Context: an optimization exercise on an open-source flow, tuned for small area. The choices shown serve that exercise and are no tape-out recipe. At most, simulation tests tie the RTL to the original design; equivalence was not proved. The RTL of runs 1 to 4 and 7 was laid out without a check of its function. Power is estimated from default activity; no workload was simulated.

### flow/design.v
module mixer_multi_ramp (
  input  logic        clk,
  input  logic        rst_n,
  input  logic        bclk,
  input  logic        lrclk,
  input  logic [3:0]  in,
  input  logic [31:0] level,
  input  logic [3:0]  mute,
  output logic        out,
  output logic [23:0] out_p,
  output logic        out_valid,
  output logic        sat
);
  logic        bclk_q, lrclk_q;
  logic        rise, fall, tog;
  logic        busy, act;
  logic [5:0]  cnt;
  logic [30:0] acc;
  logic [32:0] wide;
  logic        sticky, ovf;
  logic [7:0]  g [4];
  logic [9:0]  bsum;
  logic        first, full, res_en, rot_en, done;
  logic [1:0]  ch;
  logic [7:0]  tgt, gnew;
  logic [8:0]  d;
  logic        over;
  logic [23:0] res;
  logic        out_q;
  logic        sbit;
  assign rise = bclk & ~bclk_q;
  assign fall = ~bclk & bclk_q;
  assign tog  = lrclk ^ lrclk_q;
  assign act  = tog | busy;
  always_ff @(posedge clk) begin
    bclk_q  <= bclk;
    lrclk_q <= lrclk;
  end
  assign full   = cnt[5] | (cnt[4] & cnt[3]);
  assign first  = (cnt == 6'd0);
  assign res_en = act & (cnt == 6'd24);
  assign rot_en = act & full;
  assign done   = act & (cnt == 6'd39);
  assign ch     = cnt[1:0];
  always_ff @(posedge clk) begin
    if (!rst_n) begin
      cnt  <= '0;
      busy <= 1'b0;
    end else begin
      if (tog) busy <= 1'b1;
      else if (done) busy <= 1'b0;
      if (done) cnt <= '0;
      else if (act | (rise & ~full)) cnt <= cnt + 6'd1;
    end
  end
  always_comb begin
    bsum = '0;
    for (int c = 0; c < 4; c++) if (in[c] & bclk) bsum = bsum + {2'b0, g[c]};
  end
  assign wide = {acc[30], acc, 1'b0} + {23'b0, bsum};
  assign ovf  = (wide[32] != wide[31]) | (wide[31] != wide[30]);
  always_ff @(posedge clk) begin
    if ((rise | act) & ~full) begin
      if (first) begin
        acc    <= -{21'b0, bsum};
        sticky <= 1'b0;
      end else if (!sticky) begin
        if (ovf) sticky <= 1'b1;
        else     acc    <= wide[30:0];
      end
    end
  end
  assign tgt  = mute[ch] ? 8'd0 : level[ch*8 +: 8];
  assign gnew = (tgt > g[0]) ? g[0] + 8'd1 : (tgt < g[0]) ? g[0] - 8'd1 : g[0];
  always_ff @(posedge clk) begin
    if (!rst_n) begin
      for (int c = 0; c < 4; c++) g[c] <= '0;
    end else if (rot_en) begin
      g[0] <= g[1];
      g[1] <= g[2];
      g[2] <= g[3];
      g[3] <= gnew;
    end
  end
  assign over = sticky;
  assign res  = over ? {acc[30], {23{~acc[30]}}} : acc[30:7];
  always_comb begin
    sbit = 1'b0;
    for (int k = 0; k < 24; k++) if (cnt == 6'(k)) sbit = out_p[23-k];
  end
  always_ff @(posedge clk) begin
    if (!rst_n) begin
      out_p     <= '0;
      sat       <= 1'b0;
      out_valid <= 1'b0;
      out_q     <= 1'b0;
    end else begin
      out_valid <= res_en;
      if (res_en) begin
        out_p <= res;
        sat   <= over;
      end
      if (res_en)    out_q <= res[23];
      else if (fall) out_q <= sbit;
    end
  end
  assign out = out_q;
endmodule
### flow/flow/run.sh
#!/bin/bash
# Own layout flow: the standard ORFS flow, with two changes:
#  - synthesis maps adders with ABC instead of the platform's full/half-adder cells, using an
#    area-oriented ABC script (flow/area.abc); registers are mapped exactly as in the standard
#    synthesis (dfflibmap runs before ABC and is untouched);
#  - the port buffers that placement inserts are the smallest buffer, buf_1.
set -euo pipefail
here=$(pwd)
sed "s#^  log_cmd abc {\*}\$abc_args\$#  log_cmd abc -script $here/flow/area.abc {*}\$lib_args {*}\$lib_dont_use_args#" \
  "$FLOW_HOME/scripts/synth.tcl" > "$here/synth_mod.tcl"
grep -q "flow/area.abc" "$here/synth_mod.tcl"
sed "s#source \$::env(SCRIPTS_DIR)/synth.tcl#source $here/synth_mod.tcl#" synth_recipe.tcl > "$here/own_synth.tcl"
grep -q "synth_mod.tcl" "$here/own_synth.tcl"
sed "s#SYNTH_SCRIPT=[^ ]*#SYNTH_SCRIPT=$here/own_synth.tcl ADDER_MAP_FILE=#" standard.sh > "$here/own_standard.sh"
grep -q "own_synth.tcl" "$here/own_standard.sh"
export BUFFER_PORTS_ARGS="-buffer_cell sky130_fd_sc_hd__buf_1"
bash "$here/own_standard.sh" > "$here/own_flow.log" 2>&1
### flow/flow/area.abc
strash; &get -n; &deepsyn -T 30; &put; &get -n; &dch -f; &nf -p -R 1000; &put
### flow/standard.sh
#!/bin/bash
# synth_recipe.tcl (not shown) runs the flow's synth.tcl, then flattens the netlist and writes it again
# the make line also repeats each setting of config.mk as NAME=value (left out here)
make -C /OpenROAD-flow-scripts/flow DESIGN_CONFIG=/design/flow/config.mk WORK_HOME=/design/flow/orfs CLKGATE_MAP_FILE= SYNTH_SCRIPT=/design/flow/synth_recipe.tcl "${@:-finish}"
### flow/config.mk
export PLATFORM = sky130hd
export DESIGN_NAME = mixer_multi_ramp
export DESIGN_NICKNAME = mixer_multi_ramp
export VERILOG_FILES = /design/flow/design.v
export SDC_FILE = /design/flow/constraint.sdc
export NUM_CORES = 4
export LEC_CHECK = 0
export CAP_MARGIN = 20
export CORE_MARGIN = 2
export CORE_UTILIZATION = 40
export SLEW_MARGIN = 20
### flow/constraint.sdc
create_clock -name core_clock -period 10.0 [get_ports {clk}]
set_input_delay 2.0000 -clock core_clock [delete_from_list [all_inputs] [get_ports {clk}]]
set_output_delay 2.0000 -clock core_clock [all_outputs]
set_load 0.01 [all_outputs]
==> flow_metrics.env, run 1 <==
export IMPL_grt_max_degree=34
export IMPL_hold_class="flip-flop to flip-flop"
export IMPL_numClockSinks=100
export IMPL_fmax_mhz=104
export IMPL_grt_busiest_layer="met2"
export IMPL_final_layout_size_suffix_gt1_share_pct=8.81
export IMPL_synth_xor_area_share_pct=8.03
export IMPL_syn_area_per_cell_um2=8.98
export IMPL_min_from="sat"
export IMPL_row_count=42
export IMPL_hpwlAfterDp_mm=10.7
export IMPL_final_cell_area_um2=6430
export IMPL_dieArea_um2=14300
export IMPL_first_pass_iters=5
export IMPL_min_delay_path_depth=2
export IMPL_cp_max_fo=11
export IMPL_min_to="sat"
export IMPL_cp_slowest_stage_delay_ns=0.40
export IMPL_power_density_nw_per_um2=171
export IMPL_die_h_um=120
export IMPL_ctsHoldBuffers=0
export IMPL_synth_edf_count=32
export IMPL_antenna_found_initial=0
export IMPL_drc=0
export IMPL_setup_viol=0
export IMPL_crit_reg2reg_launch="g[0][0]"
export IMPL_postRouteAntennaNets=0
export IMPL_grt_pass1_vias=4591
export IMPL_max_cap_violations=0
export IMPL_grt_overflow_total=0
export IMPL_use_met3_pct=2.95
export IMPL_critPathBufInv=6
export IMPL_synth_mux_area_share_pct=0.375
export IMPL_r2r_setup_slack_ns=1.84
export IMPL_place_area_um2=6000
export IMPL_core_area_um2=13100
export IMPL_slew_headroom_pct=37.9
export IMPL_grtUsageMet1_pct=28.1
export IMPL_status="timing/DRC/antenna clean"
export IMPL_wl_per_cell_um=16.7
export IMPL_synth_compound_area_share_pct=26.6
export IMPL_cp_slowest_cell="or3_1"
export IMPL_synthArstFlopShare_pct=0
export IMPL_arrival_ns=9.64
export IMPL_grt_pass1_wl_mm=23.2
export IMPL_globalRouteTotalUtil_pct=20.4
export IMPL_ys_types=44
export IMPL_synth_top_area_share_pct=25.5
export IMPL_total_power_mw=1.10
export IMPL_routabilityCongestion=0.837
export IMPL_path_class="input pin to flip-flop"
export IMPL_start_util_pct=40.7
export IMPL_hold_viol=0
export IMPL_slew_violations=0
export IMPL_cts_tree="built"
export IMPL_period_share_pct=95.8
export IMPL_htreeDepth=3
export IMPL_syn_inst=595
export IMPL_multi_input_area_um2=3090
export IMPL_p_leak_nw=2.36
export IMPL_clk_pin_slew_ns=0.07
export IMPL_final_setup_tns_ns=0
export IMPL_ioPinCount=71
export IMPL_syn_num_nets=639
export IMPL_die_w_um=120
export IMPL_synth_top_family_by_area="compound AO/OA/AOI/OAI gates"
export IMPL_reg2reg_depth=45
export IMPL_fin_nets=743
export IMPL_endpoint_kind="flip-flop"
export IMPL_port_buffers=70
export IMPL_ys_warn_count=2
export IMPL_worst_pin_slew_ns=0.930
export IMPL_ys_seq_elements=100
export IMPL_n_antenna_cell=0
export IMPL_cts_root_buf="clkbuf_16"
export IMPL_vias_per_cell=5.68
export IMPL_skew_ns=0.00901
export IMPL_wl_mm=14.7
export IMPL_cpMostUsedCell="nor2_1"
export IMPL_critPathTopFamily="simple AND/OR/NAND/NOR gates"
export IMPL_yosysSeqAreaShare_pct=43.5
export IMPL_vias=5000
export IMPL_synthAdderAreaFrac_pct=0.562
export IMPL_cts_buffer_depth=2
export IMPL_insertion_delay_ns=0.35
export IMPL_final_seq_area_um2=2320
export IMPL_use_met2_pct=32.5
export IMPL_start_kind="input pin"
export IMPL_netlist_area_um2=5340
export IMPL_synth_area_leaders="dfxtp_1 (25%), edfxtp_1 (18%), nand2_1 (5.5%)"
export IMPL_syn_to_final_growth_pct=20.4
export IMPL_synth_simple_area_share_pct=20.5
export IMPL_yosys_area_top_type="dfxtp_1"
export IMPL_crit_required_ns=10.07
export IMPL_drt_initial_drc_count=424
export IMPL_ir_worst_vdd_mv=0.0751
export IMPL_period_needed_ns=9.58
export IMPL_synth_flop_cell="dfxtp_1"
export IMPL_cts_buffers=9
export IMPL_nFillCells=1264
export IMPL_timing_rr_end="acc[7]"
## cell type report
class	count	area share, %
sequential	100	36.1
clock buffer	10	3.89
clock inverter	6	0.856
multi-input combinational	488	48.0
tap	176	3.42
timing repair buffer	93	7.31
inverter	7	0.408
## worst max-delay path by stage
| stage | startpoint | to | cells after the start |
|---|---|---|---|
| after floorplan | in[0] | acc[0] | 41 |
| after global routing | in[0] | acc[7] | 47 |
| after CTS | bclk | acc[0] | 44 |
| final | in[0] | acc[7] | 46 |
| after detailed placement | bclk | acc[5] | 44 |
| after global placement | bclk | acc[4] | 46 |
## placed cells by master, fill, tap and decap left out, types with 7 or more instances in the layout
master / netlist / layout
xnor2_1: 26 / 25
dfxtp_1: 68 / 68
nand2_1: 78 / 78
o31ai_1: 7 / 7
buf_1: 0 / 69
nor3_1: 14 / 12
a22oi_1: 11 / 11
a21o_1: 14 / 14
a21oi_1: 39 / 35
a22o_1: 28 / 28
edfxtp_1: 32 / 32
nand2b_1: 10 / 10
a221o_1: 23 / 23
nor2_1: 59 / 57
clkbuf_16: 0 / 11
xor2_1: 23 / 21
buf_4: 0 / 20
nor2b_1: 13 / 10
and2_0: 19 / 16
nand3_1: 16 / 16
o21ai_0: 44 / 41
## power breakdown
group / total [mW] / leakage [nW] / internal, mW / switching [mW]
logic: 0.193 / 1.34 / 0.0801 / 0.113
clock network: 0.350 / 0.147 / 0.188 / 0.162
registers: 0.556 / 0.881 / 0.497 / 0.0599
total: 1.10 / 2.36 / 0.765 / 0.335
## synth_stat cells, drive strengths merged, types with 4 or more instances
library cell  instances
nand3                16
nand4                 5
nand2b               10
clkinv                7
nor2b                13
and2                 19
a21o                 14
edfxtp               32
a22o                 28
o21ai                44
a31oi                 5
a22oi                11
nor2                 59
a21oi                39
nand2                78
and4                  4
nor3                 14
a222oi                6
o31ai                 7
dfxtp                68
xnor2                26
xor2                 23
a21boi                4
a221o                23
## worst reg2reg max path: cells and delay by family (launching register included)
kind	cells	cell delay [ns]
multiplexers	1	0.26
buffers and inverters	6	0.76
flip-flops	1	0.54
adder cells (fa/ha/maj)	1	0.38
XOR/XNOR	3	0.47
AO/OA/AOI/OAI	11	1.32
AND/OR/NAND/NOR	23	4.17
## registers in the layout (all words and copies together) (netlist names)
| signal | cells |
|---|---|
| sticky | 1 |
| cnt | 6 |
| busy | 1 |
| bclk_q | 1 |
| g | 32 |
| out_p | 24 |
| out_valid | 1 |
| acc | 31 |
| lrclk_q | 1 |
| sat | 1 |
| out_q | 1 |
## kinds of logic after synthesis
group                      Yosys count
AOI/OAI and AO/OA                  201
adders and majority gates            3
DFF                                100
muxes                                2
buffers and inverters                7
and+or+nand+nor                    233
xor gates and xnor gates            49
## stage by stage
step                      setup slack, ns  hold WS (ns)  cells  utilization (%)
final                               0.424         0.446    880             49.0
after global routing              -0.0995         0.481    880             49.0
after CTS                           0.104         0.448    876             48.0
after detailed placement           -0.218         0.437    860             45.7
after global placement             0.0770         0.432    860             45.7
after floorplan                     0.134         0.465    595                -
## routing by layer
| metal | part of all wire (%) | up-vias | routed length [um] |
|---|---|---|---|
| li1 | - | 2472 | - |
| met5 | 0 | - | 0 |
| met4 | 2.0 | 0 | 291 |
| met3 | 4.9 | 20 | 720 |
| met2 | 46 | 142 | 6710 |
| met1 | 48 | 2366 | 6990 |
## repair_timing
item | 4_1_cts | 5_1_grt
setup buffers | 0 | 3
resized for setup | 0 | 28
setup endpoints to repair | 0 | 35
==> inputs of run 2 (changes only) <==
--- a/flow/design.v
+++ b/flow/design.v
@@ -21,7 +21,7 @@
   logic [7:0]  g [4];
   logic [9:0]  bsum;
   logic        first, full, res_en, rot_en, done;
-  logic [1:0]  ch;
+  logic [1:0]  ch, ph;
   logic [7:0]  tgt, gnew;
   logic [8:0]  d;
   logic        over;
@@ -35,13 +35,14 @@
   always_ff @(posedge clk) begin
     bclk_q  <= bclk;
     lrclk_q <= lrclk;
+    ph      <= ph + 2'd1;
   end
   assign full   = cnt[5] | (cnt[4] & cnt[3]);
   assign first  = (cnt == 6'd0);
   assign res_en = act & (cnt == 6'd24);
   assign rot_en = act & full;
   assign done   = act & (cnt == 6'd39);
-  assign ch     = cnt[1:0];
+  assign ch     = ph;
   always_ff @(posedge clk) begin
     if (!rst_n) begin
       cnt  <= '0;
@@ -55,7 +56,7 @@
   end
   always_comb begin
     bsum = '0;
-    for (int c = 0; c < 4; c++) if (in[c] & bclk) bsum = bsum + {2'b0, g[c]};
+    for (int i = 0; i < 4; i++) if (in[2'(i) + ph] & bclk) bsum = bsum + {2'b0, g[i]};
   end
   assign wide = {acc[30], acc, 1'b0} + {23'b0, bsum};
   assign ovf  = (wide[32] != wide[31]) | (wide[31] != wide[30]);
@@ -75,11 +76,11 @@
   always_ff @(posedge clk) begin
     if (!rst_n) begin
       for (int c = 0; c < 4; c++) g[c] <= '0;
-    end else if (rot_en) begin
+    end else begin
       g[0] <= g[1];
       g[1] <= g[2];
       g[2] <= g[3];
-      g[3] <= gnew;
+      g[3] <= rot_en ? gnew : g[0];
     end
   end
   assign over = sticky;
@@ -92,10 +93,8 @@
     if (!rst_n) begin
       out_p     <= '0;
       sat       <= 1'b0;
-      out_valid <= 1'b0;
       out_q     <= 1'b0;
     end else begin
-      out_valid <= res_en;
       if (res_en) begin
         out_p <= res;
         sat   <= over;
@@ -104,5 +103,6 @@
       else if (fall) out_q <= sbit;
     end
   end
-  assign out = out_q;
+  assign out       = out_q;
+  assign out_valid = busy & (cnt == 6'd25);
 endmodule
==> run 2 against run 1 <==
Net effect:
- core utilization up 1.2 points
- routed wire length is 9.7% lower
- maximum frequency increased by 2.4%
- clock power rose by 15%
- largest cell class unchanged
- largest power group unchanged
==> flow_metrics.env, run 2 <==
export IMPL_status="timing/DRC/antenna clean"
export IMPL_syn_inst=572
export IMPL_wl_mm=13.3
export IMPL_largest_register="g"
export IMPL_cts_buffers=9
export IMPL_first_pass_iters=6
export IMPL_die_h_um=118
export IMPL_ioPinCount=71
export IMPL_synth_xor_area_share_pct=9.71
export IMPL_endpoint_kind="flip-flop"
export IMPL_routabilityCongestion=0.809
export IMPL_synthAdderAreaFrac_pct=1.53
export IMPL_slew_headroom_pct=49.9
export IMPL_grt_max_degree=35
export IMPL_grt_pass1_wl_mm=21.5
export IMPL_htreeDepth=3
export IMPL_vias=4646
export IMPL_final_cell_mix="buf_1 (70), dfxtp_1 (69), nand2_1 (66)"
export IMPL_ys_seq_elements=101
export IMPL_synthArstFlopShare_pct=0
export IMPL_worst_pin_slew_ns=0.745
export IMPL_netlist_area_um2=5230
export IMPL_fin_nets=728
export IMPL_insertion_delay_ns=0.35
export IMPL_largest_reg_flops=32
export IMPL_cp_max_fo=14
export IMPL_antenna_found_initial=0
export IMPL_period_needed_ns=9.35
export IMPL_clk_pin_slew_ns=0.07
export IMPL_nFillCells=1265
export IMPL_place_area_um2=5940
export IMPL_power_density_nw_per_um2=182
export IMPL_min_delay_path_depth=2
export IMPL_syn_area_per_cell_um2=9.15
export IMPL_synth_top_family_by_area="compound AO/OA/AOI/OAI gates"
export IMPL_arrival_ns=9.42
export IMPL_synth_edf_count=32
export IMPL_synth_most_common_cell="dfxtp_1"
export IMPL_synth_compound_area_share_pct=21.1
export IMPL_grt_overflow_total=0
export IMPL_syn_to_final_growth_pct=22.0
export IMPL_cp_slowest_cell="maj3_1"
export IMPL_crit_required_ns=10.07
export IMPL_skew_ns=0.00798
export IMPL_synth_flop_cell="dfxtp_1"
export IMPL_cts_tree="built"
export IMPL_cpMostUsedCell="nor2_1"
export IMPL_ys_warn_count=2
export IMPL_start_util_pct=41.1
export IMPL_hold_viol=0
export IMPL_synth_top_area_share_pct=26.4
export IMPL_synth_mux_area_share_pct=1.43
export IMPL_cts_buffer_depth=2
export IMPL_cts_root_buf="clkbuf_16"
export IMPL_grt_pass1_vias=4367
export IMPL_total_power_mw=1.17
export IMPL_largestRegisters="g: 32 flops, acc: 31 flops, out_p: 24 flops"
export IMPL_max_cap_violations=0
export IMPL_ir_worst_vdd_mv=0.104
export IMPL_fmax_mhz=107
export IMPL_final_cell_area_um2=6390
export IMPL_n_antenna_cell=0
export IMPL_vias_per_cell=5.40
export IMPL_drt_initial_drc_count=396
export IMPL_die_w_um=118
export IMPL_reg2reg_depth=46
export IMPL_wl_per_cell_um=15.4
export IMPL_core_area_um2=12700
export IMPL_postRouteAntennaNets=0
export IMPL_cp_slowest_stage_delay_ns=0.40
export IMPL_synth_simple_area_share_pct=21.0
export IMPL_synth_area_leaders="dfxtp_1 (26%), edfxtp_1 (18%), a21oi_1 (6.0%)"
export IMPL_hold_class="flip-flop to flip-flop"
export IMPL_dieArea_um2=14000
export IMPL_ys_top_cells_by_count="dfxtp_1 (69), nand2_1 (66), a21oi_1 (63)"
export IMPL_row_count=41
export IMPL_hpwlAfterDp_mm=9.43
export IMPL_start_kind="input pin"
export IMPL_globalRouteTotalUtil_pct=18.9
export IMPL_setup_viol=0
export IMPL_final_layout_size_suffix_gt1_share_pct=8.85
export IMPL_path_class="input pin to flip-flop"
export IMPL_port_buffers=70
export IMPL_p_leak_nw=2.28
export IMPL_period_share_pct=93.5
export IMPL_yosys_area_top_type="dfxtp_1"
export IMPL_syn_num_nets=616
export IMPL_final_common_cell="buf_1"
export IMPL_yosysSeqAreaShare_pct=44.8
export IMPL_ys_types=40
export IMPL_drc=0
export IMPL_numClockSinks=101
export IMPL_slew_violations=0
run 2: cell count changes after synthesis, moves of 6 or more:
cell and change:
o21ai_0 -13, xnor2_1 +9, a22o_1 -26, a21oi_1 +24
a21o_1 -8, o21a_1 +6, o31ai_1 -7, nor2_1 -12
a22oi_1 -10, nand3_1 +11, nand2_1 -12, a222oi_1 +6
and2_0 +15
run 2: worst paths after layout:
| kind | startpoint | to | slack, ns |
|---|---|---|---|
| setup / recovery | bclk | acc[2] | 0.65 |
| hold / removal | sat | sat | 0.45 |
| setup reg to reg | ph[0] | acc[2] | 1.62 |
| hold reg to reg | sat | sat | 0.45 |
run 2: per-stage QoR:
| stage | worst slack (ns) | cells | setup TNS, ns | util, % | hold slack, ns |
|---|---|---|---|---|---|
| final | 0.648 | 861 | 0 | 50.2 | 0.453 |
| after floorplan | 0.0516 | 572 | 0 | - | 0.446 |
| after global placement | 0.0175 | 840 | 0 | 46.7 | 0.437 |
| after detailed placement | -0.187 | 840 | -5.72 | 46.7 | 0.444 |
| after global routing | -0.0417 | 861 | -1.17 | 50.2 | 0.492 |
| after CTS | 0.159 | 856 | 0 | 49.3 | 0.455 |
run 2: cell families (layout without fill, tap and decap cells):
| group | Yosys count | in the layout |
|---|---|---|
| AND/OR/NAND/NOR | 227 | 228 |
| adder cells (fa/ha/maj) | 8 | 8 |
| flip-flops | 101 | 101 |
| XOR/XNOR | 58 | 58 |
| buffers and inverters | 6 | 122 |
| multiplexers | 5 | 5 |
| AO/OA/AOI/OAI | 167 | 167 |
run 2: routing by layer:
layer	vias to the layer above	wire, um	track usage (%)	part of all wire, %
li1	2337	-	-	-
met1	2217	6320	25.6	48
met2	82	6340	30.8	48
met3	10	464	3.47	3.5
met4	0	151	5.80	1.1
met5	-	0	0	0
run 2: power by group:
| part | internal [mW] | switching [mW] | leakage (nW) | total, mW |
|---|---|---|---|---|
| Combinational | 0.0881 | 0.114 | 1.24 | 0.202 |
| Sequential | 0.505 | 0.0551 | 0.881 | 0.561 |
| Clock | 0.243 | 0.159 | 0.159 | 0.403 |
| Total | 0.837 | 0.328 | 2.28 | 1.17 |
run 2: layout make-up:
cell class | count | area (um^2) | area share (%)
repair buffers | 100 | 513 | 8.03
well taps | 172 | 215 | 3.37
flip-flops and latches | 101 | 2340 | 36.7
multi-input cells | 466 | 2950 | 46.3
inverters | 6 | 22.5 | 0.353
clock buffers | 9 | 225 | 3.53
clock inverters | 7 | 114 | 1.78
run 2: repair_timing:
| action | in CTS | in global routing |
|---|---|---|
| gates resized for setup | 0 | 13 |
| hold buffers | 0 | 0 |
| buffers inserted | 0 | 4 |
| setup endpoints to repair | 0 | 32 |
run 2: worst max-delay path: cells and delay by family:
kind | cells | cell delay, ns
and+or+nand+nor | 29 | 3.47
adders and majority gates | 5 | 1.87
AOI/OAI and AO/OA | 7 | 1.01
buffers and inverters | 3 | 0.49
xor gates and xnor gates | 3 | 0.53
==> inputs of run 3 (changes only) <==
--- a/flow/design.v
+++ b/flow/design.v
@@ -74,14 +74,10 @@
   assign tgt  = mute[ch] ? 8'd0 : level[ch*8 +: 8];
   assign gnew = (tgt > g[0]) ? g[0] + 8'd1 : (tgt < g[0]) ? g[0] - 8'd1 : g[0];
   always_ff @(posedge clk) begin
-    if (!rst_n) begin
-      for (int c = 0; c < 4; c++) g[c] <= '0;
-    end else begin
-      g[0] <= g[1];
-      g[1] <= g[2];
-      g[2] <= g[3];
-      g[3] <= rot_en ? gnew : g[0];
-    end
+    g[0] <= g[1];
+    g[1] <= rst_n ? g[2] : 8'd0;
+    g[2] <= g[3];
+    g[3] <= !rst_n ? 8'd0 : rot_en ? gnew : g[0];
   end
   assign over = sticky;
   assign res  = over ? {acc[30], {23{~acc[30]}}} : acc[30:7];
--- a/flow/config.mk
+++ b/flow/config.mk
@@ -7,5 +7,7 @@
 export LEC_CHECK = 0
 export CAP_MARGIN = 20
 export CORE_MARGIN = 2
-export CORE_UTILIZATION = 40
+export CORE_UTILIZATION = 65
+export CTS_BUF_LIST = sky130_fd_sc_hd__clkbuf_8
+export GPL_TIMING_DRIVEN = 0
 export SLEW_MARGIN = 20
==> run 3 against run 2 <==
Net effect:
- core utilization is 30 points higher
- via count is 4.7% higher
- synthesized cell count shrank 1.9%
- flip-flop and latch count is the same
- largest cell class unchanged
- maximum frequency decreased by 3.8%
- count of clock-buffer cells in the layout is the same
- sequential power is essentially flat
==> flow_metrics.env, run 3 <==
export IMPL_cts_tree="built"
export IMPL_skew_ns=0.0188
export IMPL_period_needed_ns=9.72
export IMPL_drc=0
export IMPL_hold_class="flip-flop to flip-flop"
export IMPL_min_from="g[1][3]"
export IMPL_syn_to_final_growth_pct=19.9
export IMPL_cts_buffers=9
export IMPL_fin_nets=705
export IMPL_worst_pin_slew_ns=0.897
export IMPL_wl_mm=13.5
export IMPL_reg2reg_depth=46
export IMPL_power_frac_clock_pct=24.9
export IMPL_first_pass_iters=5
export IMPL_grt_max_degree=24
export IMPL_port_buffers=70
export IMPL_hold_viol=0
export IMPL_final_cell_mix="dfxtp_1 (69), buf_1 (69), nand2_1 (64)"
export IMPL_max_cap_violations=0
export IMPL_postRouteAntennaNets=0
export IMPL_cp_slowest_stage_delay_ns=0.40
export IMPL_crit_required_ns=10.14
export IMPL_path_class="input pin to flip-flop"
export IMPL_largest_register="g"
export IMPL_place_ws_ns=-1.64
export IMPL_period_share_pct=97.2
export IMPL_fmax_mhz=103
export IMPL_die_w_um=92.9
export IMPL_min_to="g[0][3]"
export IMPL_switching_share_pct=31.9
export IMPL_numClockSinks=101
export IMPL_die_h_um=92.9
export IMPL_p_leak_nw=2.20
export IMPL_ir_worst_vdd_mv=0.107
export IMPL_p_int_mw=0.679
export IMPL_nFillCells=517
export IMPL_antenna_found_initial=0
export IMPL_switchingPower_mw=0.318
export IMPL_total_power_mw=0.997
export IMPL_cp_max_fo=14
export IMPL_cp_slowest_cell="maj3_1"
export IMPL_core_area_um2=7690
export IMPL_grt_overflow_total=0
export IMPL_vias_per_cell=6.33
export IMPL_yosysSeqAreaShare_pct=45.6
export IMPL_dieArea_um2=8620
export IMPL_slew_headroom_pct=40.1
export IMPL_syn_num_nets=605
export IMPL_setup_viol=0
export IMPL_timing_rr_end="acc[12]"
export IMPL_ys_seq_elements=101
export IMPL_syn_inst=561
export IMPL_largestRegisters="g: 32 flops, acc: 31 flops, out_p: 24 flops"
export IMPL_row_count=32
export IMPL_final_seq_area_um2=2340
export IMPL_crit_reg2reg_launch="ph[0]"
export IMPL_arrival_ns=9.86
export IMPL_multi_input_area_um2=3010
export IMPL_final_layout_size_suffix_gt1_share_pct=13.2
export IMPL_pwr_share_comb_pct=19.1
export IMPL_min_delay_path_depth=0
export IMPL_cpMostUsedCell="nor2_1"
export IMPL_pwr_share_seq_pct=56.0
export IMPL_use_met2_pct=51.7
export IMPL_drt_initial_drc_count=406
export IMPL_synth_most_common_cell="dfxtp_1"
export IMPL_use_met3_pct=5.29
export IMPL_vias=4863
export IMPL_synth_edf_count=32
export IMPL_grt_pass1_vias=4544
export IMPL_hpwlAfterDp_mm=9.16
export IMPL_yosys_area_top_type="dfxtp_1"
export IMPL_cts_root_buf="clkbuf_8"
export IMPL_ys_warn_count=2
export IMPL_grtUsageMet1_pct=39.3
export IMPL_r2r_setup_slack_ns=1.09
export IMPL_start_util_pct=66.7
export IMPL_ys_top_cells_by_count="dfxtp_1 (69), nand2_1 (65), nor2_1 (56)"
export IMPL_syn_area_per_cell_um2=9.15
export IMPL_netlist_area_um2=5130
export IMPL_status="timing/DRC/antenna clean"
export IMPL_synth_area_leaders="dfxtp_1 (27%), edfxtp_1 (19%), o21ai_0 (5.4%)"
export IMPL_routabilityCongestion=0.929
export IMPL_fin_ws_ns=0.281
export IMPL_ys_types=43
export IMPL_slew_violations=0
export IMPL_clk_pin_slew_ns=0.10
export IMPL_grt_pass1_wl_mm=20.9
export IMPL_endpoint_kind="flip-flop"
export IMPL_power_density_nw_per_um2=162
export IMPL_synth_top_area_share_pct=26.9
export IMPL_start_kind="input pin"
export IMPL_n_antenna_cell=0
export IMPL_synth_flop_cell="dfxtp_1"
export IMPL_ioPinCount=71
export IMPL_wl_per_cell_um=17.6
export IMPL_synthArstFlopShare_pct=0
export IMPL_insertion_delay_ns=0.38
export IMPL_largest_reg_flops=32
export IMPL_htreeDepth=3
export IMPL_grt_busiest_layer="met2"
export IMPL_cts_buffer_depth=2
export IMPL_globalRouteTotalUtil_pct=30.6
export IMPL_final_util_pct=80.0
-- run 3: cell types whose count changed after synthesis, moves of 4 or more --
| cell | delta |
|---|---|
| a21oi_1 | -27 |
| o21ai_0 | +24 |
| and2_0 | -19 |
| nand3_1 | -13 |
| a22oi_1 | +10 |
| nor2_1 | +9 |
| xnor2_1 | -8 |
| a31oi_1 | +6 |
| o31ai_1 | +6 |
| clkinv_1 | +4 |
-- run 3: stage by stage --
stage	TNS (ns)	cell area [um^2]	hold slack [ns]	std cells
2_1_floorplan	0	5150	0.344	561
3_3_place_gp	-44.08	5540	0.347	733
3_5_place_dp	-53.81	5590	0.354	737
4_1_cts	0	5940	0.368	763
5_1_grt	-5.65	6150	0.378	768
6_report	0	6150	0.373	768
-- run 3: what timing repair did --
item,in CTS,in global routing
cloned,1,0
setup endpoints to repair,34,35
pin swaps,3,12
buffers inserted,9,5
hold buffers,0,0
gates resized for setup,19,52
-- run 3: metal layers --
metal  vias up  share of wire [%]  wire [um]
met4         0                2.0        270
li1       2323                  -          -
met2       185                 49       6590
met5         -                  0          0
met1      2325                 42       5670
met3        30                7.2        969
-- run 3: how the worst max path moves through the flow --
stage                     slack, ns  cells after the start  startpoint       to
after floorplan                0.10                     40        bclk   acc[0]
after global placement        -1.38                     42        bclk   acc[0]
after detailed placement      -1.64                     42        bclk   acc[4]
after CTS                      0.05                     48        bclk  acc[20]
after global routing          -0.20                     47        bclk  acc[20]
final                          0.28                     46        bclk  acc[12]
-- run 3: kinds of logic after synthesis --
family	count (synthesis)	synth area share, %
AOI/OAI and AO/OA	189	24.8
xor gates and xnor gates	47	8.02
adders and majority gates	9	1.76
buffers and inverters	10	0.732
DFF	101	45.6
muxes	3	0.610
and+or+nand+nor	202	18.5
-- run 3: power groups by stage --
stage               sequential (mW)  combinational (mW)  clock, mW
floorplan                     0.544               0.103          0
global placement              0.555               0.134          0
detailed placement            0.561               0.144          0
CTS                           0.550               0.182      0.248
global route                  0.565               0.207      0.264
finish                        0.558               0.190      0.249
-- run 3: area by class of cell --
type,instances,share of cell area (%)
Multi-Input combinational cell,451,49.0
Tap cell,102,2.07
Inverter,10,0.610
Sequential cell,101,38.1
Timing Repair Buffer,88,7.26
Clock buffer,9,2.01
Clock inverter,7,0.956
-- run 3: critical path: cells and delay by family --
kind | cells | cell delay [ns]
AO/OA/AOI/OAI | 8 | 1.23
adder cells (fa/ha/maj) | 4 | 1.39
XOR/XNOR | 3 | 0.58
AND/OR/NAND/NOR | 27 | 4.03
buffers and inverters | 4 | 0.60
==> inputs of run 4 (changes only) <==
--- a/flow/config.mk
+++ b/flow/config.mk
@@ -9,5 +9,6 @@
 export CORE_MARGIN = 2
 export CORE_UTILIZATION = 65
 export CTS_BUF_LIST = sky130_fd_sc_hd__clkbuf_8
+export CTS_CLUSTER_SIZE = 25
 export GPL_TIMING_DRIVEN = 0
 export SLEW_MARGIN = 20
==> run 4 against run 3 <==
Net effect:
- sequential share of layout area is the same
- clock skew is the same
- total power is the same
- critical path type unchanged
- count of clock-buffer cells in the layout is the same
- worst hold slack is the same
- first-iteration DRC count is the same
- cell area is the same
- sequential power is essentially flat
- synthesized cell count is the same
- largest power group unchanged
==> flow_metrics.env, run 4 <==
export IMPL_drc=0
export IMPL_start_kind="input pin"
export IMPL_port_buffers=70
export IMPL_cts_tree="built"
export IMPL_row_count=32
export IMPL_wl_mm=13.5
export IMPL_worst_pin_slew_ns=0.897
export IMPL_setup_viol=0
export IMPL_period_needed_ns=9.72
export IMPL_hold_class="flip-flop to flip-flop"
export IMPL_path_class="input pin to flip-flop"
export IMPL_min_delay_path_depth=0
export IMPL_yosys_area_top_type="dfxtp_1"
export IMPL_synth_edf_count=32
export IMPL_period_share_pct=97.2
export IMPL_postRouteAntennaNets=0
export IMPL_insertion_delay_ns=0.38
export IMPL_dieArea_um2=8620
export IMPL_syn_area_per_cell_um2=9.15
export IMPL_final_layout_size_suffix_gt1_share_pct=13.2
export IMPL_die_h_um=92.9
export IMPL_cp_slowest_stage_delay_ns=0.40
export IMPL_ys_types=43
export IMPL_crit_required_ns=10.14
export IMPL_final_cell_area_um2=6150
export IMPL_grt_max_degree=24
export IMPL_total_power_mw=0.997
export IMPL_reg2reg_depth=46
export IMPL_fin_nets=705
export IMPL_start_util_pct=66.7
export IMPL_syn_to_final_growth_pct=19.9
export IMPL_cp_slowest_cell="maj3_1"
export IMPL_vias_per_cell=6.33
export IMPL_netlist_area_um2=5130
export IMPL_largest_reg_flops=32
export IMPL_ir_worst_vdd_mv=0.107
export IMPL_numClockSinks=101
export IMPL_syn_inst=561
export IMPL_slew_violations=0
export IMPL_vias=4863
export IMPL_hold_viol=0
export IMPL_cts_buffer_depth=2
export IMPL_hpwlAfterDp_mm=9.16
export IMPL_synth_most_common_cell="dfxtp_1"
export IMPL_cp_max_fo=14
export IMPL_slew_headroom_pct=40.1
export IMPL_place_area_um2=5590
export IMPL_synthArstFlopShare_pct=0
export IMPL_ys_seq_elements=101
export IMPL_die_w_um=92.9
export IMPL_endpoint_kind="flip-flop"
export IMPL_cpMostUsedCell="nor2_1"
export IMPL_largest_register="g"
export IMPL_p_leak_nw=2.20
export IMPL_final_cell_mix="dfxtp_1 (69), buf_1 (69), nand2_1 (64)"
export IMPL_fmax_mhz=103
export IMPL_cts_root_buf="clkbuf_8"
export IMPL_ys_warn_count=2
export IMPL_critPathTopFamily="simple AND/OR/NAND/NOR gates"
export IMPL_grt_overflow_total=0
export IMPL_globalRouteTotalUtil_pct=30.6
export IMPL_synth_flop_cell="dfxtp_1"
export IMPL_n_antenna_cell=0
export IMPL_arrival_ns=9.86
export IMPL_ioPinCount=71
export IMPL_ys_top_cells_by_count="dfxtp_1 (69), nand2_1 (65), nor2_1 (56)"
export IMPL_core_area_um2=7690
export IMPL_ctsHoldBuffers=0
export IMPL_synth_area_leaders="dfxtp_1 (27%), edfxtp_1 (19%), o21ai_0 (5.4%)"
export IMPL_yosysSeqAreaShare_pct=45.6
export IMPL_worst_path_stages=46
export IMPL_grt_pass1_wl_mm=20.9
export IMPL_antenna_found_initial=0
export IMPL_largestRegisters="g: 32 flops, acc: 31 flops, out_p: 24 flops"
export IMPL_grt_pass1_vias=4544
export IMPL_htreeDepth=3
export IMPL_wl_per_cell_um=17.6
export IMPL_clk_pin_slew_ns=0.10
export IMPL_drt_initial_drc_count=406
export IMPL_critPathBufInv=4
export IMPL_first_pass_iters=5
export IMPL_r2r_setup_slack_ns=1.09
export IMPL_syn_num_nets=605
export IMPL_skew_ns=0.0188
export IMPL_max_cap_violations=0
export IMPL_routabilityCongestion=0.929
export IMPL_final_util_pct=80.0
export IMPL_status="timing/DRC/antenna clean"
export IMPL_synth_top_area_share_pct=26.9
export IMPL_power_density_nw_per_um2=162
export IMPL_cts_buffers=9
==> run 4: cell counts in the layout (fill, tap and decap cells not counted) <==
No cell type changed its count.
==> run 4: kinds of logic after synthesis <==
kind of cell	Yosys count	synth area share [%]
AOI/OAI and AO/OA	189	24.8
xor gates and xnor gates	47	8.02
adders and majority gates	9	1.76
buffers and inverters	10	0.732
DFF	101	45.6
muxes	3	0.610
and+or+nand+nor	202	18.5
==> run 4: cell type report <==
class                      count  area [um^2]
multi-input combinational    451         3010
sequential                   101         2340
fill                         517         1540
timing repair buffer          88          447
tap                          102          128
clock buffer                   9          124
clock inverter                 7         58.8
inverter                      10         37.5
==> run 4: worst paths after layout <==
path,from,endpoint
min reg2reg,g[1][3],g[0][3]
min,g[1][3],g[0][3]
max,bclk,acc[12]
max reg2reg,ph[0],acc[12]
==> run 4: routing by layer <==
metal	track usage, %	routed length (um)	vias to the layer above
met3	5.29	969	30
met5	0	0	-
met4	11.6	270	0
met2	51.7	6590	185
met1	39.3	5670	2325
li1	-	-	2323
==> run 4: timing repair <==
| item | 4_1_cts | 5_1_grt |
|---|---|---|
| pin swaps | 3 | 12 |
| endpoints found under the hold margin | 0 | 0 |
| endpoints found under the setup margin | 34 | 35 |
| buffers inserted | 9 | 5 |
| gates cloned | 1 | 0 |
| resized for setup | 19 | 52 |
==> run 4: metrics by stage <==
| step | hold slack (ns) | std cells | TNS [ns] | setup slack, ns |
|---|---|---|---|---|
| final | 0.373 | 768 | 0 | 0.281 |
| after global routing | 0.378 | 768 | -5.65 | -0.196 |
| after CTS | 0.368 | 763 | 0 | 0.0485 |
| after detailed placement | 0.354 | 737 | -53.81 | -1.64 |
| after global placement | 0.347 | 733 | -44.08 | -1.38 |
| after floorplan | 0.344 | 561 | 0 | 0.104 |
==> run 4: worst reg2reg max path, delay by kind of cell (launching register included) <==
kind	cells	cell delay, ns
simple gates	28	4.45
fa+ha+maj	4	1.40
compound gates	7	1.06
buf+inv	4	0.66
xor+xnor	3	0.59
flops	1	0.52
==> run 4: power breakdown <==
group	switching (mW)	internal [mW]
logic	0.108	0.0828
clock network	0.154	0.0951
registers	0.0573	0.501
total	0.318	0.679
==> inputs of run 5 (changes only) <==
--- a/flow/design.v
+++ b/flow/design.v
@@ -11,8 +11,10 @@
   output logic        out_valid,
   output logic        sat
 );
-  logic        bclk_q, lrclk_q;
-  logic        rise, fall, tog;
+  logic        bclk_q, bclk_qq, lrclk_q;
+  logic [3:0]  in_q;
+  logic        rise_d;
+  logic        fall, tog;
   logic        busy, act;
   logic [5:0]  cnt;
   logic [30:0] acc;
@@ -28,12 +30,14 @@
   logic [23:0] res;
   logic        out_q;
   logic        sbit;
-  assign rise = bclk & ~bclk_q;
   assign fall = ~bclk & bclk_q;
   assign tog  = lrclk ^ lrclk_q;
   assign act  = tog | busy;
+  assign rise_d = bclk_q & ~bclk_qq;
   always_ff @(posedge clk) begin
     bclk_q  <= bclk;
+    bclk_qq <= bclk_q;
+    in_q    <= in;
     lrclk_q <= lrclk;
     ph      <= ph + 2'd1;
   end
@@ -51,17 +55,17 @@
       if (tog) busy <= 1'b1;
       else if (done) busy <= 1'b0;
       if (done) cnt <= '0;
-      else if (act | (rise & ~full)) cnt <= cnt + 6'd1;
+      else if (act | (rise_d & ~full)) cnt <= cnt + 6'd1;
     end
   end
   always_comb begin
     bsum = '0;
-    for (int i = 0; i < 4; i++) if (in[2'(i) + ph] & bclk) bsum = bsum + {2'b0, g[i]};
+    for (int i = 0; i < 4; i++) if (in_q[2'(i) + ph] & bclk_q) bsum = bsum + {2'b0, g[i]};
   end
   assign wide = {acc[30], acc, 1'b0} + {23'b0, bsum};
   assign ovf  = (wide[32] != wide[31]) | (wide[31] != wide[30]);
   always_ff @(posedge clk) begin
-    if ((rise | act) & ~full) begin
+    if ((rise_d | act) & ~full) begin
       if (first) begin
         acc    <= -{21'b0, bsum};
         sticky <= 1'b0;
--- a/flow/config.mk
+++ b/flow/config.mk
@@ -9,6 +9,5 @@
 export CORE_MARGIN = 2
 export CORE_UTILIZATION = 65
 export CTS_BUF_LIST = sky130_fd_sc_hd__clkbuf_8
-export CTS_CLUSTER_SIZE = 25
 export GPL_TIMING_DRIVEN = 0
 export SLEW_MARGIN = 20
==> run 5 against run 4 <==
Net effect:
- still clean
- register-to-register slack lost 0.20 ns
- cell area shrank 1.0%
- final cell count increased by 3.9%
- global-route usage decreased by 3.4 points
- via count decreased by 1.5%
- worst setup slack better by 0.61 ns
- synthesized area grew 3.8%
- flip-flop and latch count rose by 5
- routed wire length shrank 9.5%
- total power rose by 5.3%
- critical path type is now flip-flop to flip-flop
==> flow_metrics.env, run 5 <==
export IMPL_period_share_pct=91.1
export IMPL_yosysSeqAreaShare_pct=45.8
export IMPL_yosys_area_top_type="dfxtp_1"
export IMPL_numClockSinks=106
export IMPL_syn_to_final_growth_pct=14.3
export IMPL_cp_startpoint="ph[0]"
export IMPL_max_cap_violations=0
export IMPL_n_antenna_cell=0
export IMPL_htreeDepth=3
export IMPL_worst_pin_slew_ns=0.934
export IMPL_ys_types=43
export IMPL_cts_tree="built"
export IMPL_timing_rr_end="acc[9]"
export IMPL_wl_mm=12.2
export IMPL_start_util_pct=65.8
export IMPL_p_leak_nw=2.22
export IMPL_final_cell_area_um2=6090
export IMPL_ys_warn_count=2
export IMPL_cts_buffer_depth=2
export IMPL_die_h_um=94.5
export IMPL_slew_headroom_pct=37.3
export IMPL_fin_nets=732
export IMPL_hpwlAfterDp_mm=8.92
export IMPL_routabilityCongestion=0.868
export IMPL_ys_top_cells_by_count="nand2_1 (83), dfxtp_1 (74), nor2_1 (61)"
export IMPL_place_area_um2=5800
export IMPL_first_pass_iters=8
export IMPL_drt_initial_drc_count=290
export IMPL_port_buffers=70
export IMPL_cp_slowest_cell="dfxtp_1"
export IMPL_final_layout_size_suffix_gt1_share_pct=6.06
export IMPL_reg2reg_depth=46
export IMPL_die_w_um=94.5
export IMPL_cp_max_fo=18
export IMPL_vias=4788
export IMPL_skew_ns=0.0147
export IMPL_synth_most_common_cell="nand2_1"
export IMPL_largestRegisters="g: 32 flops, acc: 31 flops, out_p: 24 flops"
export IMPL_insertion_delay_ns=0.37
export IMPL_nFillCells=607
export IMPL_cts_buffers=9
export IMPL_final_seq_area_um2=2440
export IMPL_netlist_area_um2=5330
export IMPL_drc=0
export IMPL_synth_flop_cell="dfxtp_1"
export IMPL_grt_overflow_total=0
export IMPL_slew_violations=0
export IMPL_core_area_um2=8090
export IMPL_r2r_setup_slack_ns=0.89
export IMPL_path_class="flip-flop to flip-flop"
export IMPL_arrival_ns=9.20
export IMPL_synth_edf_count=32
export IMPL_antenna_found_initial=0
export IMPL_final_common_cell="nand2_1"
export IMPL_globalRouteTotalUtil_pct=27.2
export IMPL_largest_reg_flops=32
export IMPL_vias_per_cell=6.00
export IMPL_syn_num_nets=638
export IMPL_hold_viol=0
export IMPL_postRouteAntennaNets=0
export IMPL_crit_required_ns=10.08
export IMPL_ys_seq_elements=106
export IMPL_ir_worst_vdd_mv=0.113
export IMPL_min_delay_path_depth=0
export IMPL_synth_area_leaders="dfxtp_1 (28%), edfxtp_1 (18%), nand2_1 (5.8%)"
export IMPL_endpoint_kind="flip-flop"
export IMPL_grt_pass1_vias=4234
export IMPL_power_density_nw_per_um2=173
export IMPL_ioPinCount=71
export IMPL_final_cell_mix="nand2_1 (83), dfxtp_1 (72), buf_1 (70)"
export IMPL_dieArea_um2=8940
export IMPL_synth_top_area_share_pct=27.8
export IMPL_hold_class="flip-flop to flip-flop"
export IMPL_grt_pass1_wl_mm=19.5
export IMPL_synthArstFlopShare_pct=0
export IMPL_start_kind="flip-flop"
export IMPL_cp_slowest_stage_delay_ns=0.45
export IMPL_setup_viol=0
export IMPL_syn_area_per_cell_um2=8.97
export IMPL_cts_root_buf="clkbuf_8"
export IMPL_status="timing/DRC/antenna clean"
export IMPL_syn_inst=594
export IMPL_clk_pin_slew_ns=0.10
export IMPL_largest_register="g"
export IMPL_fmax_mhz=110
export IMPL_endpoint="acc[9]"
export IMPL_grt_max_degree=27
export IMPL_total_power_mw=1.05
export IMPL_crit_reg2reg_launch="ph[0]"
export IMPL_row_count=33
export IMPL_multi_input_area_um2=2920
export IMPL_period_needed_ns=9.11
export IMPL_wl_per_cell_um=15.3
==> run 5: changes by cell type after synthesis, sizes merged, moves of 5 or more <==
cell / change
nand2: +18
nand3: +5
dfxtp: +5
a21oi: +14
nor2: +5
o31ai: -6
a31oi: -6
or3: +5
nor2b: +5
o21ai: -21
nand2b: +8
maj3: -7
==> run 5: cell families after synthesis <==
group / synth area share, %
compound gates: 22.4
xor+xnor: 8.55
fa+ha+maj: 0.376
buf+inv: 0.423
flops: 45.8
simple gates: 22.4
==> run 5: routing by layer <==
metal	up-vias	share of wire, %	global-route usage [%]	wire (um)
li1	2379	-	-	-
met2	165	45	43.5	5550
met3	8	6.8	5.11	834
met1	2236	47	38.8	5750
met4	0	0.64	5.31	78
met5	-	0	0	0
==> run 5: worst max-delay path: cells and delay by family, from the launching register on <==
kind | cells | cell delay, ns
AOI/OAI and AO/OA | 11 | 1.80
buffers and inverters | 3 | 0.58
DFF | 1 | 0.45
and+or+nand+nor | 28 | 4.94
xor gates and xnor gates | 3 | 0.69
adders and majority gates | 1 | 0.37
==> run 5: cell type report <==
cell class,instances,share of cell area (%)
inverter,6,0.370
timing repair buffer,83,5.92
tap,105,2.16
multi-input combinational,482,47.9
sequential,106,40.2
clock buffer,9,2.03
clock inverter,7,1.44
==> run 5: worst min path at each step <==
stage | from | to
floorplan | g[3][3] | g[2][3]
finish | g[1][7] | g[0][7]
CTS | g[1][7] | g[0][7]
global route | g[3][4] | g[2][4]
global placement | g[3][3] | g[2][3]
detailed placement | g[3][6] | g[2][6]
==> run 5: where the power goes <==
| group | leakage [nW] | switching (mW) | internal [mW] |
|---|---|---|---|
| clock network | 0.107 | 0.156 | 0.121 |
| registers | 0.925 | 0.0529 | 0.529 |
| logic | 1.19 | 0.111 | 0.0805 |
==> run 5: what timing repair did <==
action	in CTS	in global routing
setup buffers	3	2
hold buffers	0	0
pin swaps	2	2
resized for setup	0	13
setup endpoints to repair	31	34
==> run 5: stage by stage <==
stage | util (%) | setup TNS (ns) | setup slack (ns) | std cells | hold slack (ns)
after global routing | 75.2 | -0.459 | -0.0270 | 798 | 0.377
after floorplan | - | 0 | 0.669 | 594 | 0.344
after CTS | 74.5 | 0 | 0.105 | 795 | 0.374
final | 75.2 | 0 | 0.888 | 798 | 0.373
after detailed placement | 71.6 | -4.81 | -0.238 | 776 | 0.359
after global placement | 70.8 | -35.40 | -1.14 | 769 | 0.353
==> inputs of run 6 (changes only) <==
--- a/flow/flow/run.sh
+++ b/flow/flow/run.sh
@@ -3,7 +3,8 @@
 #  - synthesis maps adders with ABC instead of the platform's full/half-adder cells, using an
 #    area-oriented ABC script (flow/area.abc); registers are mapped exactly as in the standard
 #    synthesis (dfflibmap runs before ABC and is untouched);
-#  - the port buffers that placement inserts are the smallest buffer, buf_1.
+#  - the port buffers that placement inserts are the smallest buffer, buf_1;
+#  - clock tree synthesis uses clkbuf_8 and adds no dummy load cells.
 set -euo pipefail
 here=$(pwd)
 sed "s#^  log_cmd abc {\*}\$abc_args\$#  log_cmd abc -script $here/flow/area.abc {*}\$lib_args {*}\$lib_dont_use_args#" \
@@ -14,4 +15,5 @@
 sed "s#SYNTH_SCRIPT=[^ ]*#SYNTH_SCRIPT=$here/own_synth.tcl ADDER_MAP_FILE=#" standard.sh > "$here/own_standard.sh"
 grep -q "own_synth.tcl" "$here/own_standard.sh"
 export BUFFER_PORTS_ARGS="-buffer_cell sky130_fd_sc_hd__buf_1"
+export CTS_ARGS="-sink_clustering_enable -repair_clock_nets -dont_use_dummy_load -buf_list sky130_fd_sc_hd__clkbuf_8"
 bash "$here/own_standard.sh" > "$here/own_flow.log" 2>&1
--- a/flow/config.mk
+++ b/flow/config.mk
@@ -8,6 +8,5 @@
 export CAP_MARGIN = 20
 export CORE_MARGIN = 2
 export CORE_UTILIZATION = 65
-export CTS_BUF_LIST = sky130_fd_sc_hd__clkbuf_8
 export GPL_TIMING_DRIVEN = 0
 export SLEW_MARGIN = 20
==> run 6 against run 5 <==
Net effect:
- cell area decreased by 1.4%
- combinational power about the same
- synthesized area did not move
- die area unchanged
- flip-flop and latch count unchanged
- count of clock-buffer cells in the layout unchanged
- via count is 0.19% lower
- final cell count fell by 1.0%
- register-to-register slack worse by 0.04 ns
- critical path depth is 1 lower
==> flow_metrics.env, run 6 <==
export IMPL_grtUsageMet1_pct=39.0
export IMPL_final_cell_mix="nand2_1 (83), dfxtp_1 (73), buf_1 (70)"
export IMPL_max_cap_violations=0
export IMPL_wl_mm=12.3
export IMPL_dieArea_um2=8940
export IMPL_die_w_um=94.5
export IMPL_cts_tree="built"
export IMPL_synth_most_common_cell="nand2_1"
export IMPL_globalRouteTotalUtil_pct=27.1
export IMPL_yosysSeqAreaShare_pct=45.8
export IMPL_final_layout_size_suffix_gt1_share_pct=4.96
export IMPL_period_needed_ns=9.15
export IMPL_synth_xor_area_share_pct=8.55
export IMPL_vias=4779
export IMPL_synth_compound_area_share_pct=22.4
export IMPL_syn_inst=594
export IMPL_cts_buffers=9
export IMPL_ys_seq_elements=106
export IMPL_routabilityCongestion=0.868
export IMPL_netlist_area_um2=5330
export IMPL_synth_top_area_share_pct=27.8
export IMPL_n_antenna_cell=0
export IMPL_synth_simple_area_share_pct=22.4
export IMPL_wl_per_cell_um=15.5
export IMPL_hold_viol=0
export IMPL_cp_slowest_cell="dfxtp_1"
export IMPL_ir_worst_vdd_mv=0.122
export IMPL_arrival_ns=9.22
export IMPL_syn_num_nets=638
export IMPL_fin_ws_ns=0.852
export IMPL_synth_top_family_by_area="simple AND/OR/NAND/NOR gates"
export IMPL_ioPinCount=71
export IMPL_ys_types=43
export IMPL_htreeDepth=3
export IMPL_drc=0
export IMPL_use_met3_pct=4.95
export IMPL_synth_flop_cell="dfxtp_1"
export IMPL_path_class="flip-flop to flip-flop"
export IMPL_port_buffers=70
export IMPL_fin_nets=731
export IMPL_start_kind="flip-flop"
export IMPL_grt_overflow_total=0
export IMPL_numClockSinks=106
export IMPL_start_util_pct=65.8
export IMPL_use_met2_pct=43.8
export IMPL_synthArstFlopShare_pct=0
export IMPL_yosys_area_top_type="dfxtp_1"
export IMPL_first_pass_iters=5
export IMPL_largest_register="g"
export IMPL_fmax_mhz=109
export IMPL_slew_violations=0
export IMPL_endpoint_kind="flip-flop"
export IMPL_ys_top_cells_by_count="nand2_1 (83), dfxtp_1 (74), nor2_1 (61)"
export IMPL_grt_busiest_layer="met2"
export IMPL_status="timing/DRC/antenna clean"
export IMPL_antenna_found_initial=0
export IMPL_core_area_um2=8090
export IMPL_largest_reg_flops=32
export IMPL_final_setup_tns_ns=0
export IMPL_grt_max_degree=27
export IMPL_period_share_pct=91.5
export IMPL_cts_root_buf="clkbuf_8"
export IMPL_slew_headroom_pct=37.1
export IMPL_cp_max_fo=18
export IMPL_grt_pass1_vias=4187
export IMPL_clk_pin_slew_ns=0.08
export IMPL_cts_buffer_depth=2
export IMPL_synth_edf_count=32
export IMPL_worst_pin_slew_ns=0.936
export IMPL_final_common_cell="nand2_1"
export IMPL_drt_initial_drc_count=347
export IMPL_cp_slowest_stage_delay_ns=0.43
export IMPL_postRouteAntennaNets=0
export IMPL_largestRegisters="g: 32 flops, acc: 31 flops, out_p: 24 flops"
export IMPL_insertion_delay_ns=0.37
export IMPL_synth_mux_area_share_pct=0
export IMPL_syn_area_per_cell_um2=8.97
export IMPL_setup_viol=0
export IMPL_place_ws_ns=-0.238
export IMPL_syn_to_final_growth_pct=12.6
export IMPL_synthAdderAreaFrac_pct=0.376
export IMPL_hold_class="flip-flop to flip-flop"
export IMPL_hpwlAfterDp_mm=8.92
export IMPL_grt_pass1_wl_mm=19.4
export IMPL_final_util_pct=74.1
export IMPL_power_density_nw_per_um2=164
export IMPL_p_leak_nw=2.18
export IMPL_synth_area_leaders="dfxtp_1 (28%), edfxtp_1 (18%), nand2_1 (5.8%)"
export IMPL_crit_required_ns=10.07
export IMPL_vias_per_cell=6.05
export IMPL_ys_warn_count=2
export IMPL_die_h_um=94.5
export IMPL_row_count=33
export IMPL_skew_ns=0.0401
run 6: kinds of logic after synthesis:
group	Yosys count
DFF	106
xor gates and xnor gates	52
buffers and inverters	6
AOI/OAI and AO/OA	175
adders and majority gates	2
and+or+nand+nor	253
run 6: worst max-delay path: cells and delay by family (launching register included):
kind	cells	cell delay, ns
buf+inv	4	0.80
simple gates	28	4.94
xor+xnor	3	0.64
compound gates	9	1.67
fa+ha+maj	1	0.37
flops	1	0.43
run 6: where the power goes:
part	internal [mW]	leakage [nW]	switching, mW
Clock	0.0812	0.0647	0.127
Combinational	0.0816	1.19	0.111
Sequential	0.530	0.925	0.0540
run 6: final timing paths:
path / end / cells after the start / slack, ns / startpoint
setup / recovery: acc[9] / 45 / 0.85 / ph[1]
hold / removal: g[0][7] / 0 / 0.36 / g[1][7]
setup reg to reg: acc[9] / 45 / 0.85 / ph[1]
hold reg to reg: g[0][7] / 0 / 0.36 / g[1][7]
run 6: layout make-up:
class,count,area (um^2)
multi-input cells,482,2920
flip-flops and latches,106,2440
fillers,615,2090
repair buffers,82,362
well taps,105,131
clock buffers,9,124
inverters,6,22.5
run 6: what timing repair did:
item / CTS / global route
pin swaps: 2 / 2
buffers inserted: 2 / 2
setup endpoints to repair: 31 / 34
gates resized for setup: 0 / 11
hold buffers: 0 / 0
run 6: layer usage:
layer | part of all wire, % | vias to the layer above
met4 | 0.57 | 0
met3 | 6.8 | 8
met5 | 0 | -
met2 | 46 | 168
li1 | - | 2372
met1 | 47 | 2231
run 6: through the flow:
stage | power [mW] | instance area, um^2 | cells | hold slack (ns)
5_1_grt | 1.03 | 6000 | 790 | 0.360
3_5_place_dp | 0.772 | 5800 | 776 | 0.359
3_3_place_gp | 0.755 | 5730 | 769 | 0.353
2_1_floorplan | 0.710 | 5330 | 594 | 0.344
4_1_cts | 0.983 | 5950 | 787 | 0.354
6_report | 0.984 | 6000 | 790 | 0.359
==> inputs of run 7 (changes only) <==
--- a/flow/design.v
+++ b/flow/design.v
@@ -12,7 +12,6 @@
   output logic        sat
 );
   logic        bclk_q, bclk_qq, lrclk_q;
-  logic [3:0]  in_q;
   logic        rise_d;
   logic        fall, tog;
   logic        busy, act;
@@ -37,7 +36,6 @@
   always_ff @(posedge clk) begin
     bclk_q  <= bclk;
     bclk_qq <= bclk_q;
-    in_q    <= in;
     lrclk_q <= lrclk;
     ph      <= ph + 2'd1;
   end
@@ -60,7 +58,7 @@
   end
   always_comb begin
     bsum = '0;
-    for (int i = 0; i < 4; i++) if (in_q[2'(i) + ph] & bclk_q) bsum = bsum + {2'b0, g[i]};
+    for (int i = 0; i < 4; i++) if (in[2'(i) + ph] & bclk_q) bsum = bsum + {2'b0, g[i]};
   end
   assign wide = {acc[30], acc, 1'b0} + {23'b0, bsum};
   assign ovf  = (wide[32] != wide[31]) | (wide[31] != wide[30]);
==> flow/flow/run.sh (replaced) <==
#!/bin/bash
# Own layout flow: the standard ORFS flow (standard.sh), with these changes:
#  - synthesis maps adders with ABC instead of the platform's full/half-adder cells, using an
#    area-oriented ABC script (flow/area.abc). It runs once for each of four ABC random seeds,
#    in parallel, and the flow continues from the run with the smallest cell area. Registers
#    are mapped exactly as in the standard synthesis (dfflibmap runs before ABC, untouched);
#  - the port buffers that placement inserts are the smallest buffer, buf_1;
#  - clock tree synthesis uses clkbuf_8 and adds no dummy load cells.
# Each synthesis run logs to synth_<seed>.log and the rest of the flow to own_flow.log (ORFS's
# own per-step logs are under orfs/logs/).
set -euo pipefail
here=$(pwd)
seeds="1 2 3 4"
for s in $seeds; do
  sed "s/SEED/$s/" flow/area.abc > "$here/area_$s.abc"
  sed "s#^  log_cmd abc {\*}\$abc_args\$#  log_cmd abc -script $here/area_$s.abc {*}\$lib_args {*}\$lib_dont_use_args#" \
    "$FLOW_HOME/scripts/synth.tcl" > "$here/synth_mod_$s.tcl"
  grep -q "area_$s.abc" "$here/synth_mod_$s.tcl"
  sed "s#source \$::env(SCRIPTS_DIR)/synth.tcl#source $here/synth_mod_$s.tcl#" synth_recipe.tcl > "$here/own_synth_$s.tcl"
  grep -q "synth_mod_$s.tcl" "$here/own_synth_$s.tcl"
  sed -e "s#SYNTH_SCRIPT=[^ ]*#SYNTH_SCRIPT=$here/own_synth_$s.tcl ADDER_MAP_FILE=#" \
      -e "s#WORK_HOME=[^ ]*#WORK_HOME=$here/syn_$s#" standard.sh > "$here/own_standard_$s.sh"
  grep -q "own_synth_$s.tcl" "$here/own_standard_$s.sh"
  bash "$here/own_standard_$s.sh" synth > "$here/synth_$s.log" 2>&1 &
done
wait
best=""
best_area=""
for s in $seeds; do
  a=$(awk '/Chip area/ {print $NF}' "$here/syn_$s/reports/sky130hd/mixer_multi_ramp/base/synth_stat.txt")
  echo "seed $s: synthesis cell area $a" >> "$here/own_flow.log"
  if [[ -z "$best" ]] || awk -v a="$a" -v b="$best_area" 'BEGIN { exit !(a < b) }'; then
    best=$s
    best_area=$a
  fi
done
echo "using seed $best" >> "$here/own_flow.log"
rm -rf "$here/orfs"
mv "$here/syn_$best" "$here/orfs"
sed -e "s#SYNTH_SCRIPT=[^ ]*#SYNTH_SCRIPT=$here/own_synth_$best.tcl ADDER_MAP_FILE=#" standard.sh > "$here/own_standard.sh"
grep -q "own_synth_$best.tcl" "$here/own_standard.sh"
export BUFFER_PORTS_ARGS="-buffer_cell sky130_fd_sc_hd__buf_1"
export CTS_ARGS="-sink_clustering_enable -repair_clock_nets -dont_use_dummy_load -buf_list sky130_fd_sc_hd__clkbuf_8"
bash "$here/own_standard.sh" >> "$here/own_flow.log" 2>&1
==> flow/flow/area.abc (replaced) <==
strash; &get -n; &deepsyn -T 60 -S SEED; &put; &get -n; &dch -f; &nf -p -R 1000; &put
==> run 7 against run 6 <==
Net effect:
- still clean on timing, DRC and antenna
- synthesized area decreased by 3.5%
- synthesized cell count decreased by 6.7%
- maximum frequency decreased by 4.5%
- worst hold slack got worse by 0.016 ns
- critical path depth decreased by 4
- largest cell class unchanged
- highest routed layer unchanged
==> flow_metrics.env, run 7 <==
export IMPL_syn_num_nets=598
export IMPL_slew_violations=0
export IMPL_slew_headroom_pct=36.5
export IMPL_synth_most_common_cell="nand2_1"
export IMPL_ys_warn_count=2
export IMPL_synth_flop_cell="dfxtp_1"
export IMPL_min_delay_path_depth=0
export IMPL_hpwlAfterDp_mm=8.61
export IMPL_final_cell_mix="nand2_1 (73), dfxtp_1 (70), buf_1 (70)"
export IMPL_nFillCells=560
export IMPL_cts_buffers=9
export IMPL_switching_share_pct=31.0
export IMPL_cp_slowest_cell="maj3_1"
export IMPL_die_w_um=92.9
export IMPL_start_kind="input pin"
export IMPL_first_pass_iters=7
export IMPL_p_leak_nw=2.17
export IMPL_skew_ns=0.0270
export IMPL_final_layout_size_suffix_gt1_share_pct=8.04
export IMPL_arrival_ns=9.65
export IMPL_ys_top_cells_by_count="nand2_1 (74), dfxtp_1 (70), a21oi_1 (45)"
export IMPL_htreeDepth=3
export IMPL_status="timing/DRC/antenna clean"
export IMPL_ctsHoldBuffers=0
export IMPL_yosys_area_top_type="dfxtp_1"
export IMPL_yosysSeqAreaShare_pct=46.0
export IMPL_wl_mm=12.5
export IMPL_grt_overflow_total=0
export IMPL_row_count=32
export IMPL_switchingPower_mw=0.310
export IMPL_fmax_mhz=104
export IMPL_drt_initial_drc_count=410
export IMPL_start_util_pct=66.9
export IMPL_syn_inst=554
export IMPL_crit_required_ns=10.08
export IMPL_grt_max_degree=34
export IMPL_hold_viol=0
export IMPL_setup_viol=0
export IMPL_final_common_cell="nand2_1"
export IMPL_largestRegisters="g: 32 flops, acc: 31 flops, out_p: 24 flops"
export IMPL_ys_types=40
export IMPL_endpoint_kind="flip-flop"
export IMPL_holdWs_ns=0.343
export IMPL_hold_class="flip-flop to flip-flop"
export IMPL_cp_max_fo=6
export IMPL_n_antenna_cell=0
export IMPL_synth_area_leaders="dfxtp_1 (27%), edfxtp_1 (19%), nand2_1 (5.4%)"
export IMPL_p_int_mw=0.688
export IMPL_insertion_delay_ns=0.37
export IMPL_largest_register="g"
export IMPL_routabilityCongestion=0.908
export IMPL_syn_area_per_cell_um2=9.28
export IMPL_cp_slowest_stage_delay_ns=0.41
export IMPL_cts_buffer_depth=2
export IMPL_synthArstFlopShare_pct=0
export IMPL_cts_root_buf="clkbuf_8"
export IMPL_syn_to_final_growth_pct=14.8
export IMPL_clk_pin_slew_ns=0.08
export IMPL_netlist_area_um2=5140
export IMPL_period_share_pct=95.8
export IMPL_die_h_um=92.9
export IMPL_synth_top_area_share_pct=27.3
export IMPL_numClockSinks=102
export IMPL_grt_pass1_vias=4449
export IMPL_vias_per_cell=6.23
export IMPL_max_cap_violations=0
export IMPL_wl_per_cell_um=16.6
export IMPL_synth_edf_count=32
export IMPL_ir_worst_vdd_mv=0.113
export IMPL_vias=4670
export IMPL_reg2reg_depth=40
export IMPL_antenna_found_initial=0
export IMPL_multi_input_area_um2=2880
export IMPL_pwr_share_comb_pct=20.9
export IMPL_largest_reg_flops=32
export IMPL_cts_tree="built"
export IMPL_period_needed_ns=9.58
export IMPL_grt_pass1_wl_mm=20.3
export IMPL_worst_pin_slew_ns=0.952
export IMPL_globalRouteTotalUtil_pct=29.5
export IMPL_path_class="input pin to flip-flop"
export IMPL_dieArea_um2=8640
export IMPL_core_area_um2=7690
export IMPL_final_seq_area_um2=2360
export IMPL_drc=0
export IMPL_postRouteAntennaNets=0
export IMPL_port_buffers=70
export IMPL_fin_nets=693
export IMPL_pwr_share_seq_pct=58.4
export IMPL_ioPinCount=71
export IMPL_power_frac_clock_pct=20.7
export IMPL_power_density_nw_per_um2=169
export IMPL_ys_seq_elements=102
export IMPL_final_setup_tns_ns=0
-- run 7: cell count changes after synthesis, moves of 6 or more --
| cell | before | now |
|---|---|---|
| nand2_1 | 83 | 74 |
| maj3_1 | 2 | 8 |
| o31ai_1 | 0 | 12 |
| o21ai_0 | 34 | 40 |
| nor2_1 | 61 | 44 |
-- run 7: area by class of cell --
class                   count  area share [%]
repair buffers             83            6.51
flip-flops and latches    102            40.0
inverters                   6           0.382
well taps                 102            2.16
multi-input cells         447            48.8
clock buffers               9            2.10
-- run 7: kinds of logic (layout without fill, tap and decap cells) --
logic type                 after synthesis  count (layout)  share of synthesized area [%]
xor gates and xnor gates                51              51                           8.69
muxes                                    6               6                           1.29
and+or+nand+nor                        207             208                           19.2
AOI/OAI and AO/OA                      174             174                           22.8
adders and majority gates                8               8                           1.56
buffers and inverters                    6              98                          0.438
DFF                                    102             102                           46.0
-- run 7: layer usage --
| metal | GRT usage, % | part of all wire, % |
|---|---|---|
| met1 | 35.9 | 41 |
| met2 | 50.9 | 50 |
| met3 | 6.59 | 6.0 |
| met4 | 11.6 | 2.9 |
| met5 | 0 | 0 |
-- run 7: power groups by stage --
stage          registers [mW]  logic, mW  clock network, mW
3_3_place_gp            0.583      0.168                  0
2_1_floorplan           0.569      0.134                  0
5_1_grt                 0.591      0.232              0.225
4_1_cts                 0.577      0.202              0.210
3_5_place_dp            0.588      0.176                  0
6_report                0.583      0.209              0.206
-- run 7: repair_timing --
action	CTS	global route
gates cloned	1	0
pin swaps	3	2
endpoints found under the setup margin	32	34
gates resized for setup	15	24
setup buffers	8	3
-- run 7: worst max-delay path: cells and delay by family --
family                   cells  cell delay (ns)
AO/OA/AOI/OAI               11             1.69
multiplexers                 1             0.31
XOR/XNOR                     1             0.30
AND/OR/NAND/NOR             21             3.33
adder cells (fa/ha/maj)      4             1.57
buffers and inverters        3             0.46
-- run 7: worst paths after layout --
kind	slack, ns	to	start
min reg2reg	0.34	g[0][7]	g[1][7]
max reg2reg	1.55	acc[12]	ph[1]
min	0.34	g[0][7]	g[1][7]
max	0.42	acc[12]	in[0]
-- run 7: per-stage QoR --
stage / setup WS, ns / cell area (um^2) / total power, mW / instances / utilization [%]
2_1_floorplan: 0.0296 / 5150 / 0.702 / 554 / -
3_3_place_gp: -0.983 / 5550 / 0.751 / 726 / 72.1
3_5_place_dp: -1.23 / 5580 / 0.764 / 728 / 72.5
4_1_cts: 0.0183 / 5830 / 0.990 / 746 / 75.8
5_1_grt: -0.0207 / 5900 / 1.05 / 749 / 76.7
6_report: 0.423 / 5900 / 0.998 / 749 / 76.7

[port drivers added, routing unchanged]
No port has a modelled driver above. Below, the same layouts with a new extraction and two added sets of constraints.
Step 1: set_driving_cell puts a clkbuf_16 on clk and a buf_2 on each other input, an assumption about the parent block.
Step 2 times the ports against the registers' clock, not the clock port: input delays grow and output delays shrink by t, the midpoint of the rising clock arrivals with the driver on.
Slacks: no drivers / after step 1 / after step 2; pairs: no drivers / after step 1.
run | shift t [ns] | setup WS [ns]
run 1 | 0.388 | 0.424 / 0.445 / 0.057
run 2 | 0.391 | 0.648 / 0.660 / 0.269
run 3 | 0.406 | 0.281 / 0.292 / -0.115
run 4 | 0.406 | 0.281 / 0.292 / -0.115
run 5 | 0.397 | 0.888 / 0.888 / 0.888
run 6 | 0.383 | 0.852 / 0.852 / 0.852
run 7 | 0.389 | 0.423 / 0.438 / 0.050
With both steps, setup timing fails in run 3 and run 4, where it was met with ideal ports.
